This is an optimization exercise on Yosys and OpenROAD, whose aim is small area, not a production implementation.
At most, simulation tests tie the RTL to the original design; equivalence was not proved.
Power is estimated from default activity; no workload was simulated.

==> v38: inputs <==
Design esc_top, start of the top module:
module esc_top #(
  parameter int tick_div = 64,
  parameter int debounce = 3
) (
  input  logic                              clk,
  input  logic                              reset,
  input  logic [esc_pkg::axil_addr_w-1:0]   awaddr,
  input  logic                              awvalid,
  output logic                              awready,
  input  logic [esc_pkg::axil_data_w-1:0]   wdata,
  input  logic [esc_pkg::axil_data_w/8-1:0] wstrb,
  input  logic                              wvalid,
  output logic                              wready,
  output logic [1:0]                        bresp,
  output logic                              bvalid,
  input  logic                              bready,
  input  logic [esc_pkg::axil_addr_w-1:0]   araddr,
  input  logic                              arvalid,
  output logic                              arready,
  output logic [esc_pkg::axil_data_w-1:0]   rdata,
  output logic [1:0]                        rresp,
  output logic                              rvalid,
  input  logic                              rready,
  input  logic                              encoder_a,
  input  logic                              encoder_b,
  input  logic                              pwm_en,
  output logic                              motor_positive,
  output logic                              motor_negative
);
Settings: LEC_CHECK=0, ABC_AREA=1, CAP_MARGIN=0, CORE_MARGIN=2, CORE_UTILIZATION=65, PLACE_DENSITY=0.75, SLEW_MARGIN=0, SYNTH_HIERARCHICAL=1; clock period 20.0 ns.
standard.sh (not shown) runs the stock make flow with config.mk's settings and CLKGATE_MAP_FILE= SYNTH_SCRIPT=/design/flow/synth_recipe.tcl, a recipe that flattens the netlist after the stock synthesis.
==> flow/flow/run.sh <==
#!/bin/bash
# Layout flow: the standard flow (standard.sh, unchanged synthesis),
# with two settings passed to ORFS's make:
#  - the input and output port buffers are sky130_fd_sc_hd__buf_1 (the
#    standard flow's buffer_ports picks a larger delay buffer);
#  - clock tree synthesis without dummy loads, with its own buffer list and
#    sink clustering (the standard flow's CTS_ARGS replaces ORFS's default arguments).
# Each tool's full output is in the ORFS logs under orfs/logs/, and make's
# output in flow_make.log in this folder.
set -euo pipefail
cd "$(dirname "$0")/.."
bash standard.sh \
  "BUFFER_PORTS_ARGS=-buffer_cell sky130_fd_sc_hd__buf_1" \
  "CTS_ARGS=-sink_clustering_enable -repair_clock_nets -dont_use_dummy_load -buf_list sky130_fd_sc_hd__clkbuf_4 -sink_clustering_size 10 -sink_clustering_max_diameter 50" \
  finish > flow_make.log 2>&1
==> v31 (differences from v38) <==
--- a/flow/flow/run.sh
+++ b/flow/flow/run.sh
@@ -12,4 +12,4 @@
 bash standard.sh \
   "BUFFER_PORTS_ARGS=-buffer_cell sky130_fd_sc_hd__buf_1" \
-  "CTS_ARGS=-sink_clustering_enable -repair_clock_nets -dont_use_dummy_load -buf_list sky130_fd_sc_hd__clkbuf_4 -sink_clustering_size 10 -sink_clustering_max_diameter 50" \
+  "CTS_ARGS=-sink_clustering_enable -repair_clock_nets -dont_use_dummy_load -buf_list sky130_fd_sc_hd__clkbuf_8 -sink_clustering_size 15 -sink_clustering_max_diameter 60" \
   finish > flow_make.log 2>&1
Settings changed: ABC_AREA 1 to 0, CAP_MARGIN 0 to 20, CORE_UTILIZATION 65 to 40, PLACE_DENSITY 0.75 to default, SLEW_MARGIN 0 to 20.
==> v15 (differences from v38) <==
Settings changed: CAP_MARGIN 0 to 20, CORE_UTILIZATION 65 to 75, PLACE_DENSITY 0.75 to 0.85, SLEW_MARGIN 0 to 20.
==> notes <==
- In flip-flop and latch count, v15 and v31 do not differ.
- First-iteration DRC count, lowest first: v31, v38, v15.
- Fmax: v15 > v38 > v31.
- Core utilization, lowest first: v31, v38, v15.
- Global-route usage: v31 < v38 < v15.
- Die area: v15 < v38 < v31.
- Wire length: v38 is smaller than v31 (2.8%).
==> figures <==
item	v38	v15	v31
Run status	complete, no violations	complete, no violations	complete, no violations
Routed length on met3	3450 um	4470 um	2890 um
Leakage power of the design	0.00707 uW	0.00707 uW	0.00687 uW
Standard-cell rows	60	56	78
Fmax achieved	0.0541 GHz	0.0546 GHz	0.0533 GHz
Final clock-cell share	1.47%	1.47%	1.91%
Final routed wirelength across all metal layers	45500 um	44800 um	46800 um
Num CTS Buffers	37	37	27
Clk Tree Root Cell	clkbuf_4	clkbuf_4	clkbuf_8
Worst slew margin relative to its limit	20.1%	31.1%	24.7%
Fraction of layout instances using a drive strength above 1	4.53%	4.48%	4.35%
Worst hold margin	0.338 ns	0.336 ns	0.336 ns
Critical Path Fanout Max	39	17	17
Portion of the layout cell area used by non-clock buffers	2.33%	2.34%	2.35%
# nets final	2503	2503	2267

==> 03-24 <==
esc_top, a different RTL version from the one above (not shown whole).
clock: 20.0 ns
lec_check: 0
abc_area: 1
cap_margin: 20
core_margin: 2
core_utilization: 40
slew_margin: 20
synth_hierarchical: 1
==> flow/flow/run.sh <==
#!/bin/bash
# Layout flow: the standard flow (standard.sh, unchanged synthesis),
# with two settings passed to ORFS's make:
#  - the input and output port buffers are sky130_fd_sc_hd__buf_1 (the
#    standard flow's buffer_ports picks a larger delay buffer);
#  - clock tree synthesis without dummy loads, with its own buffer list and
#    sink clustering (the standard flow's CTS_ARGS replaces ORFS's default arguments).
# Each tool's full output is in the ORFS logs under orfs/logs/, and make's
# output in flow_make.log in this folder.
set -euo pipefail
cd "$(dirname "$0")/.."
bash standard.sh \
  "BUFFER_PORTS_ARGS=-buffer_cell sky130_fd_sc_hd__buf_1" \
  "CTS_ARGS=-sink_clustering_enable -repair_clock_nets -dont_use_dummy_load -buf_list sky130_fd_sc_hd__clkbuf_8 -sink_clustering_size 15 -sink_clustering_max_diameter 60" \
  finish > flow_make.log 2>&1
==> inputs of 08-23, as changes to 03-24 <==
--- a/flow/design.v
+++ b/flow/design.v
@@ -46,309 +46,56 @@
     logic [data_w-1:0] duty;
     dir_t              dir;
     logic              pwm_en;
     logic [gain_w-1:0] kp_active;
   } ctrl_t;
 endpackage
 `default_nettype wire
 `default_nettype none
-module esc_fa (
-  input  logic a,
-  input  logic b,
-  input  logic c,
-  output logic s,
-  output logic co
-);
-  assign s  = a ^ b ^ c;
-  assign co = (a & b) | (a & c) | (b & c);
-endmodule
-module esc_ha (
-  input  logic a,
-  input  logic b,
-  output logic s,
-  output logic co
-);
-  assign s  = a ^ b;
-  assign co = a & b;
-endmodule
-`default_nettype wire
-`default_nettype none
-module esc_top #(
-  parameter int tick_div = 64,
-  parameter int debounce = 3
-) (
-  input  logic                              clk,
-  input  logic                              reset,
-  input  logic [esc_pkg::axil_addr_w-1:0]   awaddr,
-  input  logic                              awvalid,
-  output logic                              awready,
-  input  logic [esc_pkg::axil_data_w-1:0]   wdata,
-  input  logic [esc_pkg::axil_data_w/8-1:0] wstrb,
-  input  logic                              wvalid,
-  output logic                              wready,
-  output logic [1:0]                        bresp,
-  output logic                              bvalid,
-  input  logic                              bready,
-  input  logic [esc_pkg::axil_addr_w-1:0]   araddr,
-  input  logic                              arvalid,
-  output logic                              arready,
-  output logic [esc_pkg::axil_data_w-1:0]   rdata,
-  output logic [1:0]                        rresp,
-  output logic                              rvalid,
-  input  logic                              rready,
-  input  logic                              encoder_a,
-  input  logic                              encoder_b,
-  input  logic                              pwm_en,
-  output logic                              motor_positive,
-  output logic                              motor_negative
+module esc_pid (
+  input  logic        step2,
+  input  logic        override,
+  input  logic [7:0]  kp,
+  input  logic [7:0]  ki,
+  input  logic [6:0]  kd,
+  input  logic [15:0] period_ref,
+  input  logic [15:0] meas_period,
+  input  logic [11:0] integral,
+  input  logic [16:0] prev_error_n,   
+  input  logic [7:0]  kp_active,
+  input  logic [3:0]  ki_q,
+  input  logic [2:0]  kd_q,
+  input  logic [16:0] error_q,
+  input  logic [15:0] pwm_q,
+  input  logic [14:0] acc_l,
+  input  logic [10:0] acc_u,
+  input  logic        acc_c,
+  output logic [16:0] error,
+  output logic [11:0] integ_next,
+  output logic [7:0]  kp_sel,
+  output logic [3:0]  ki_hi,
+  output logic [2:0]  kd_hi,
+  output logic [14:0] acc_l_next,
+  output logic [10:0] acc_u_next,
+  output logic        acc_c_next,
+  output logic [15:0] duty_next
 );
-  logic [15:0] pwm_period;
-  logic [15:0] period_ref;
-  logic [7:0]  kp;
-  logic [7:0]  ki;
-  logic [7:0]  ctrl_byte;    
-  logic        aw_rdy;       
-  logic        b_err;
-  logic        r_err;
-  logic [23:0] rd_q;         
-  logic        resp_busy;
-  logic        wr_hs;
-  logic        rd_hs;
-  logic        wr_err;
-  logic        rd_err;
-  logic [23:0] rd_word;
-  logic [15:0] meas_period;
-  logic [15:0] duty;
-  logic [15:0] duty_now;
-  logic [7:0]  kp_active;
-  assign resp_busy = bvalid || rvalid;   
-  assign wr_hs     = aw_rdy && awvalid && wvalid;
-  assign rd_hs     = arready && arvalid;
-  always_comb begin
-    case (awaddr)
-      8'h00, 8'h04, 8'h08, 8'h10, 8'h14, 8'h18: wr_err = 1'b0;   
-      default:                                  wr_err = 1'b1;
-    endcase
-  end
-  always_comb begin
-    rd_err = 1'b0;
-    case (araddr)
-      8'h00:   rd_word = {8'b0, pwm_period};
-      8'h04:   rd_word = {8'b0, period_ref};
-      8'h08:   rd_word = {ctrl_byte, ki, kp};
-      8'h10:   rd_word = {8'b0, meas_period};
-      8'h14:   rd_word = {8'b0, duty_now};
-      8'h18:   rd_word = {16'b0, kp_active};
-      default: begin
-        rd_word = '0;
-        rd_err  = 1'b1;
-      end
-    endcase
-  end
-  always_ff @(posedge clk) begin
-    if (reset) begin
-      aw_rdy  <= 1'b0;
-      bvalid  <= 1'b0;
-      b_err   <= 1'b0;
-      arready <= 1'b0;
-      rvalid  <= 1'b0;
-      r_err   <= 1'b0;
-    end else begin
-      aw_rdy  <= awvalid && wvalid && !aw_rdy && !resp_busy;   
-      arready <= arvalid && !arready && !resp_busy;
-      if (wr_hs) begin
-        bvalid <= 1'b1;
-        b_err  <= wr_err;
-      end else if (bready) begin
-        bvalid <= 1'b0;
-      end
-      if (rd_hs) begin
-        rvalid <= 1'b1;
-        r_err  <= rd_err;
-      end else if (rready) begin
-        rvalid <= 1'b0;
-      end
-    end
-  end
-  assign awready = aw_rdy;
-  assign wready  = aw_rdy;
-  assign bresp   = {b_err, 1'b0};
-  assign rresp   = {r_err, 1'b0};
-  always_ff @(posedge clk) begin
-    if (rd_hs) begin
-      rd_q <= rd_word;
-    end
-  end
-  assign rdata = {8'b0, rd_q};
-  always_ff @(posedge clk) begin
-    if (reset) begin
-      pwm_period <= '0;
-      period_ref <= '0;
-      kp         <= '0;
-      ki         <= '0;
-      ctrl_byte  <= '0;
-    end else if (wr_hs) begin
-      case (awaddr)
-        8'h00: begin
-          if (wstrb[0]) pwm_period[7:0]  <= wdata[7:0];
-          if (wstrb[1]) pwm_period[15:8] <= wdata[15:8];
-        end
-        8'h04: begin
-          if (wstrb[0]) period_ref[7:0]  <= wdata[7:0];
-          if (wstrb[1]) period_ref[15:8] <= wdata[15:8];
-        end
-        8'h08: begin
-          if (wstrb[0]) kp        <= wdata[7:0];
-          if (wstrb[1]) ki        <= wdata[15:8];
-          if (wstrb[2]) ctrl_byte <= wdata[23:16];
-        end
-        default: ;
-      endcase
-    end
-  end
-  localparam int n_in  = 3;   
-  localparam int cnt_w = (tick_div > 1) ? $clog2(tick_div) : 1;
-  logic [cnt_w-1:0]    div_cnt;
-  logic [cnt_w-1:0]    div_inc;
-  logic                tick_now;
-  logic                started;    
-  logic                tick0, tick1, tick2, tick3;
-  logic [n_in-1:0]     raw_meta;
-  logic [n_in-1:0]     raw_s;
-  logic [debounce-1:0] shift [n_in];
-  logic [n_in-1:0]     level;
-  logic                enc_a, enc_b, pwm_en_lvl;
-  assign tick_now = (div_cnt == cnt_w'(tick_div - 1));
-  always_comb begin
-    logic c;
-    c = 1'b1;
-    for (int i = 0; i < cnt_w; i++) begin
-      div_inc[i] = div_cnt[i] ^ c;
-      c          = c & div_cnt[i];
-    end
-  end
-  assign tick0 = started && (div_cnt == cnt_w'(0));
-  assign tick1 = started && (div_cnt == cnt_w'(1));
-  assign tick2 = started && (div_cnt == cnt_w'(2));
-  assign tick3 = started && (div_cnt == cnt_w'(3));
-  always_ff @(posedge clk) begin
-    raw_meta <= {encoder_a, encoder_b, pwm_en};   
-    raw_s    <= raw_meta;
-  end
-  always_ff @(posedge clk) begin
-    if (reset) begin
-      div_cnt <= '0;
-      started <= 1'b0;
-      level   <= '0;
-      for (int i = 0; i < n_in; i++) begin
-        shift[i] <= '0;
-      end
-    end else begin
-      div_cnt <= tick_now ? '0 : div_inc;
-      if (tick_now) begin
-        started <= 1'b1;
-        for (int i = 0; i < n_in; i++) begin
-          shift[i] <= {shift[i][debounce-2:0], raw_s[i]};
-          if (shift[i] == '0 || shift[i] == '1) begin
-            level[i] <= shift[i][0];   
-          end
-        end
-      end
-    end
-  end
-  assign enc_a      = level[2];
-  assign enc_b      = level[1];
-  assign pwm_en_lvl = level[0];
-  typedef enum logic [1:0] {ph_idle, ph_high, ph_low} phase_t;
-  phase_t      phase;
-  logic [15:0] tick_cnt;
-  logic [15:0] tick_inc;
-  logic        tick_sat;
-  logic [1:0]  ab_prev;
-  logic [1:0]  ab_cur;
-  logic [1:0]  dir;         
-  logic [1:0]  dir_next;
-  assign ab_cur = {enc_a, enc_b};
-  always_comb begin
-    case ({ab_prev, ab_cur})
-      4'b00_10, 4'b10_11, 4'b11_01, 4'b01_00: dir_next = 2'd1;   
-      4'b00_01, 4'b01_11, 4'b11_10, 4'b10_00: dir_next = 2'd2;   
-      default:                                dir_next = dir;
-    endcase
-  end
-  always_comb begin
-    logic c;
-    c = 1'b1;
-    for (int i = 0; i < 16; i++) begin
-      tick_inc[i] = tick_cnt[i] ^ c;
-      c           = c & tick_cnt[i];
-    end
-    tick_sat = c;   
-  end
-  always_ff @(posedge clk) begin
-    if (reset) begin
-      phase       <= ph_idle;
-      ab_prev     <= '0;
-      meas_period <= '0;
-      dir         <= '0;
-    end else if (tick0) begin
-      ab_prev <= ab_cur;
-      if (pwm_en_lvl) dir <= dir_next;
-      case (phase)
-        ph_idle: if (enc_a) phase <= ph_high;   
-        ph_high: if (!enc_a) phase <= ph_low;
-        default: if (enc_a) begin
-          meas_period <= tick_cnt;   
-          phase       <= ph_high;
-        end
-      endcase
-    end
-  end
-  always_ff @(posedge clk) begin
-    if (tick0) begin
-      if (enc_a && (phase == ph_idle || phase == ph_low)) begin
-        tick_cnt <= 16'd1;
-      end else if (phase != ph_idle && !tick_sat) begin
-        tick_cnt <= tick_inc;   
-      end
-    end
-  end
-  logic [11:0] integral;      
-  logic [16:0] prev_error_n;  
-  logic [16:0] error;
-  logic [11:0] integ_next;
-  logic [7:0]  kp_sel;
-  logic [3:0]  ki_hi;
-  logic [2:0]  kd_hi;
-  logic [14:0] acc_l_next;
-  logic [10:0] acc_u_next;
-  logic        acc_c_next;
-  logic [15:0] duty_next;
-  logic [16:0] error_q;
-  logic [3:0]  ki_q;
-  logic [2:0]  kd_q;
-  logic [15:0] pwm_q;
-  logic [14:0] acc_l;
-  logic [10:0] acc_u;
-  logic        acc_c;
   logic [7:0]  kps;
   logic [7:0]  kis;
   logic [6:0]  kds;
-  logic        step2;
   logic        pid_lt1;
   logic        pid_gt;
   logic [15:0] pid_lo;
-  assign kps    = kp & {8{ctrl_byte[7]}};
-  assign kis    = ki & {8{ctrl_byte[7]}};
-  assign kds    = ctrl_byte[6:0] & {7{ctrl_byte[7]}};
-  assign kp_sel = {kps[7:1], kp[0] | ~ctrl_byte[7]};
+  assign kps    = kp & {8{override}};
+  assign kis    = ki & {8{override}};
+  assign kds    = kd & {7{override}};
+  assign kp_sel = {kps[7:1], kp[0] | ~override};
   assign ki_hi  = kis[7:4];
   assign kd_hi  = kds[6:4];
-  assign step2  = tick2;
   logic w1;
   logic w2;
   logic s3;
   logic c3;
   logic s4;
   logic c4;
   logic s5;
   logic c5;
@@ -1725,16 +1472,307 @@
     if (pid_lt1) begin
       duty_next = pwm_q;
     end else if (pid_gt) begin
       duty_next = pwm_q >> 2;
     end else begin
       duty_next = pid_lo;
     end
   end
+endmodule
+module esc_fa (
+  input  logic a,
+  input  logic b,
+  input  logic c,
+  output logic s,
+  output logic co
+);
+  assign s  = a ^ b ^ c;
+  assign co = (a & b) | (a & c) | (b & c);
+endmodule
+module esc_ha (
+  input  logic a,
+  input  logic b,
+  output logic s,
+  output logic co
+);
+  assign s  = a ^ b;
+  assign co = a & b;
+endmodule
+`default_nettype wire
+`default_nettype none
+module esc_top #(
+  parameter int tick_div = 64,
+  parameter int debounce = 3
+) (
+  input  logic                              clk,
+  input  logic                              reset,
+  input  logic [esc_pkg::axil_addr_w-1:0]   awaddr,
+  input  logic                              awvalid,
+  output logic                              awready,
+  input  logic [esc_pkg::axil_data_w-1:0]   wdata,
+  input  logic [esc_pkg::axil_data_w/8-1:0] wstrb,
+  input  logic                              wvalid,
+  output logic                              wready,
+  output logic [1:0]                        bresp,
+  output logic                              bvalid,
+  input  logic                              bready,
+  input  logic [esc_pkg::axil_addr_w-1:0]   araddr,
+  input  logic                              arvalid,
+  output logic                              arready,
+  output logic [esc_pkg::axil_data_w-1:0]   rdata,
+  output logic [1:0]                        rresp,
+  output logic                              rvalid,
+  input  logic                              rready,
+  input  logic                              encoder_a,
+  input  logic                              encoder_b,
+  input  logic                              pwm_en,
+  output logic                              motor_positive,
+  output logic                              motor_negative
+);
+  logic [15:0] pwm_period;
+  logic [15:0] period_ref;
+  logic [7:0]  kp;
+  logic [7:0]  ki;
+  logic [7:0]  ctrl_byte;    
+  logic        aw_rdy;       
+  logic        b_err;
+  logic        r_err;
+  logic [23:0] rd_q;         
+  logic        resp_busy;
+  logic        wr_hs;
+  logic        rd_hs;
+  logic        wr_err;
+  logic        rd_err;
+  logic [23:0] rd_word;
+  logic [15:0] meas_period;
+  logic [15:0] duty;
+  logic [15:0] duty_now;
+  logic [7:0]  kp_active;
+  assign resp_busy = bvalid || rvalid;   
+  assign wr_hs     = aw_rdy && awvalid && wvalid;
+  assign rd_hs     = arready && arvalid;
+  always_comb begin
+    case (awaddr)
+      8'h00, 8'h04, 8'h08, 8'h10, 8'h14, 8'h18: wr_err = 1'b0;   
+      default:                                  wr_err = 1'b1;
+    endcase
+  end
+  always_comb begin
+    rd_err = 1'b0;
+    case (araddr)
+      8'h00:   rd_word = {8'b0, pwm_period};
+      8'h04:   rd_word = {8'b0, period_ref};
+      8'h08:   rd_word = {ctrl_byte, ki, kp};
+      8'h10:   rd_word = {8'b0, meas_period};
+      8'h14:   rd_word = {8'b0, duty_now};
+      8'h18:   rd_word = {16'b0, kp_active};
+      default: begin
+        rd_word = '0;
+        rd_err  = 1'b1;
+      end
+    endcase
+  end
+  always_ff @(posedge clk) begin
+    if (reset) begin
+      aw_rdy  <= 1'b0;
+      bvalid  <= 1'b0;
+      b_err   <= 1'b0;
+      arready <= 1'b0;
+      rvalid  <= 1'b0;
+      r_err   <= 1'b0;
+    end else begin
+      aw_rdy  <= awvalid && wvalid && !aw_rdy && !resp_busy;   
+      arready <= arvalid && !arready && !resp_busy;
+      if (wr_hs) begin
+        bvalid <= 1'b1;
+        b_err  <= wr_err;
+      end else if (bready) begin
+        bvalid <= 1'b0;
+      end
+      if (rd_hs) begin
+        rvalid <= 1'b1;
+        r_err  <= rd_err;
+      end else if (rready) begin
+        rvalid <= 1'b0;
+      end
+    end
+  end
+  assign awready = aw_rdy;
+  assign wready  = aw_rdy;
+  assign bresp   = {b_err, 1'b0};
+  assign rresp   = {r_err, 1'b0};
+  always_ff @(posedge clk) begin
+    if (rd_hs) begin
+      rd_q <= rd_word;
+    end
+  end
+  assign rdata = {8'b0, rd_q};
+  always_ff @(posedge clk) begin
+    if (reset) begin
+      pwm_period <= '0;
+      period_ref <= '0;
+      kp         <= '0;
+      ki         <= '0;
+      ctrl_byte  <= '0;
+    end else if (wr_hs) begin
+      case (awaddr)
+        8'h00: begin
+          if (wstrb[0]) pwm_period[7:0]  <= wdata[7:0];
+          if (wstrb[1]) pwm_period[15:8] <= wdata[15:8];
+        end
+        8'h04: begin
+          if (wstrb[0]) period_ref[7:0]  <= wdata[7:0];
+          if (wstrb[1]) period_ref[15:8] <= wdata[15:8];
+        end
+        8'h08: begin
+          if (wstrb[0]) kp        <= wdata[7:0];
+          if (wstrb[1]) ki        <= wdata[15:8];
+          if (wstrb[2]) ctrl_byte <= wdata[23:16];
+        end
+        default: ;
+      endcase
+    end
+  end
+  localparam int n_in  = 3;   
+  localparam int cnt_w = (tick_div > 1) ? $clog2(tick_div) : 1;
+  logic [cnt_w-1:0]    div_cnt;
+  logic [cnt_w-1:0]    div_inc;
+  logic                tick_now;
+  logic                started;    
+  logic                tick0, tick1, tick2, tick3;
+  logic [n_in-1:0]     raw_meta;
+  logic [n_in-1:0]     raw_s;
+  logic [debounce-1:0] shift [n_in];
+  logic [n_in-1:0]     level;
+  logic                enc_a, enc_b, pwm_en_lvl;
+  assign tick_now = (div_cnt == cnt_w'(tick_div - 1));
+  always_comb begin
+    logic c;
+    c = 1'b1;
+    for (int i = 0; i < cnt_w; i++) begin
+      div_inc[i] = div_cnt[i] ^ c;
+      c          = c & div_cnt[i];
+    end
+  end
+  assign tick0 = started && (div_cnt == cnt_w'(0));
+  assign tick1 = started && (div_cnt == cnt_w'(1));
+  assign tick2 = started && (div_cnt == cnt_w'(2));
+  assign tick3 = started && (div_cnt == cnt_w'(3));
+  always_ff @(posedge clk) begin
+    raw_meta <= {encoder_a, encoder_b, pwm_en};   
+    raw_s    <= raw_meta;
+  end
+  always_ff @(posedge clk) begin
+    if (reset) begin
+      div_cnt <= '0;
+      started <= 1'b0;
+      level   <= '0;
+      for (int i = 0; i < n_in; i++) begin
+        shift[i] <= '0;
+      end
+    end else begin
+      div_cnt <= tick_now ? '0 : div_inc;
+      if (tick_now) begin
+        started <= 1'b1;
+        for (int i = 0; i < n_in; i++) begin
+          shift[i] <= {shift[i][debounce-2:0], raw_s[i]};
+          if (shift[i] == '0 || shift[i] == '1) begin
+            level[i] <= shift[i][0];   
+          end
+        end
+      end
+    end
+  end
+  assign enc_a      = level[2];
+  assign enc_b      = level[1];
+  assign pwm_en_lvl = level[0];
+  typedef enum logic [1:0] {ph_idle, ph_high, ph_low} phase_t;
+  phase_t      phase;
+  logic [15:0] tick_cnt;
+  logic [15:0] tick_inc;
+  logic        tick_sat;
+  logic [1:0]  ab_prev;
+  logic [1:0]  ab_cur;
+  logic [1:0]  dir;         
+  logic [1:0]  dir_next;
+  assign ab_cur = {enc_a, enc_b};
+  always_comb begin
+    case ({ab_prev, ab_cur})
+      4'b00_10, 4'b10_11, 4'b11_01, 4'b01_00: dir_next = 2'd1;   
+      4'b00_01, 4'b01_11, 4'b11_10, 4'b10_00: dir_next = 2'd2;   
+      default:                                dir_next = dir;
+    endcase
+  end
+  always_comb begin
+    logic c;
+    c = 1'b1;
+    for (int i = 0; i < 16; i++) begin
+      tick_inc[i] = tick_cnt[i] ^ c;
+      c           = c & tick_cnt[i];
+    end
+    tick_sat = c;   
+  end
+  always_ff @(posedge clk) begin
+    if (reset) begin
+      phase       <= ph_idle;
+      ab_prev     <= '0;
+      meas_period <= '0;
+      dir         <= '0;
+    end else if (tick0) begin
+      ab_prev <= ab_cur;
+      if (pwm_en_lvl) dir <= dir_next;
+      case (phase)
+        ph_idle: if (enc_a) phase <= ph_high;   
+        ph_high: if (!enc_a) phase <= ph_low;
+        default: if (enc_a) begin
+          meas_period <= tick_cnt;   
+          phase       <= ph_high;
+        end
+      endcase
+    end
+  end
+  always_ff @(posedge clk) begin
+    if (tick0) begin
+      if (enc_a && (phase == ph_idle || phase == ph_low)) begin
+        tick_cnt <= 16'd1;
+      end else if (phase != ph_idle && !tick_sat) begin
+        tick_cnt <= tick_inc;   
+      end
+    end
+  end
+  logic [11:0] integral;      
+  logic [16:0] prev_error_n;  
+  logic [16:0] error;
+  logic [11:0] integ_next;
+  logic [7:0]  kp_sel;
+  logic [3:0]  ki_hi;
+  logic [2:0]  kd_hi;
+  logic [14:0] acc_l_next;
+  logic [10:0] acc_u_next;
+  logic        acc_c_next;
+  logic [15:0] duty_next;
+  logic [16:0] error_q;
+  logic [3:0]  ki_q;
+  logic [2:0]  kd_q;
+  logic [15:0] pwm_q;
+  logic [14:0] acc_l;
+  logic [10:0] acc_u;
+  logic        acc_c;
+  esc_pid pid_i (
+    .step2      (tick2),
+    .override   (ctrl_byte[7]),
+    .kp, .ki,
+    .kd         (ctrl_byte[6:0]),
+    .period_ref, .meas_period,
+    .integral, .prev_error_n, .kp_active,
+    .ki_q, .kd_q, .error_q, .pwm_q, .acc_l, .acc_u, .acc_c,
+    .error, .integ_next, .kp_sel, .ki_hi, .kd_hi,
+    .acc_l_next, .acc_u_next, .acc_c_next, .duty_next
+  );
   always_ff @(posedge clk) begin
     error_q <= error;
     ki_q    <= ki_hi;
     kd_q    <= kd_hi;
     pwm_q   <= pwm_period;
     acc_l   <= acc_l_next;
     acc_u   <= acc_u_next;
     acc_c   <= acc_c_next;
==> flow/run.sh (new file) <==
#!/bin/bash
# synth_recipe.tcl (not shown) runs the flow's synth.tcl, then flattens the netlist and writes it again
# the make line also repeats each setting of config.mk as NAME=value (left out here)
make -C /OpenROAD-flow-scripts/flow DESIGN_CONFIG=/design/flow/config.mk WORK_HOME=/design/flow/orfs CLKGATE_MAP_FILE= SYNTH_SCRIPT=/design/flow/synth_recipe.tcl finish
CTS_BUF_LIST = sky130_fd_sc_hd__clkbuf_8   (was unset)
CTS_CLUSTER_DIAMETER = 60   (was unset)
CTS_CLUSTER_SIZE = 15   (was unset)
removed: flow/flow/run.sh
removed: flow/standard.sh
==> run summary <==
metric	03-24	08-23
Result of the run	timing/DRC/antenna clean	timing/DRC/antenna clean
Count of filler cells inserted in the layout	4652	4756
Buf/Inv on CP	7	8
Total number of nets in the final design	2614	2658
DRT iter0 DRCs	915	868
Die Width	221 um	223 um
Overall track demand over capacity in global routing	0.197	0.201
Overall via count from detail_route	14190	14256
Relative contribution of combinational cells to total power	0.028	0.034
Clock group power	0.000323 W	0.000374 W
Clock network area share	0.0198	0.0259
Area post-placement	19700 sq um	20500 sq um
VDD IR max	0.0459 mV	0.0424 mV
Worst setup endpoint	rd_q[14]	rd_q[9]
Sequential power	0.000582 W	0.000583 W
Synthesized area divided by synthesized cell count	8.75 sq um	8.66 sq um
Floorplan die area	48800 sq um	49900 sq um
For 03-24, only the layout was checked, not whether the RTL still works.

## port drivers added, routing unchanged
How much do the figures lean on ideal ports? The routed layouts below were timed once more, with nothing changed but the port constraints.
Step 1 assumes that a clkbuf_16 drives the clock port and a buf_2 every other input.
Step 2, shift: input delay + t, output delay - t, t = (earliest + latest rising clock arrival at the registers) / 2. This alone moves slack from input paths to output paths.
Slacks: no drivers / after step 1 / after step 2; pairs: no drivers / after step 1.
run | shift t [ns] | slack for setup (ns) | worst hold slack (ns) | pins driven straight from the clock port
v38 | 0.680 | 1.517 / 1.517 / 1.517 | 0.338 / 0.338 / 0.338 | 1
v31 | 0.628 | 1.227 / 1.227 / 1.227 | 0.336 / 0.336 / 0.336 | 1
v15 | 0.678 | 1.687 / 1.687 / 1.687 | 0.336 / 0.336 / 0.336 | 1
03-24 | 0.655 | 0.904 / 0.904 / 0.904 | 0.325 / 0.325 / 0.325 | 1
08-23 | 0.676 | 1.214 / 1.214 / 1.214 | 0.337 / 0.337 / 0.337 | 1
After both steps setup and hold are still met in every run listed.
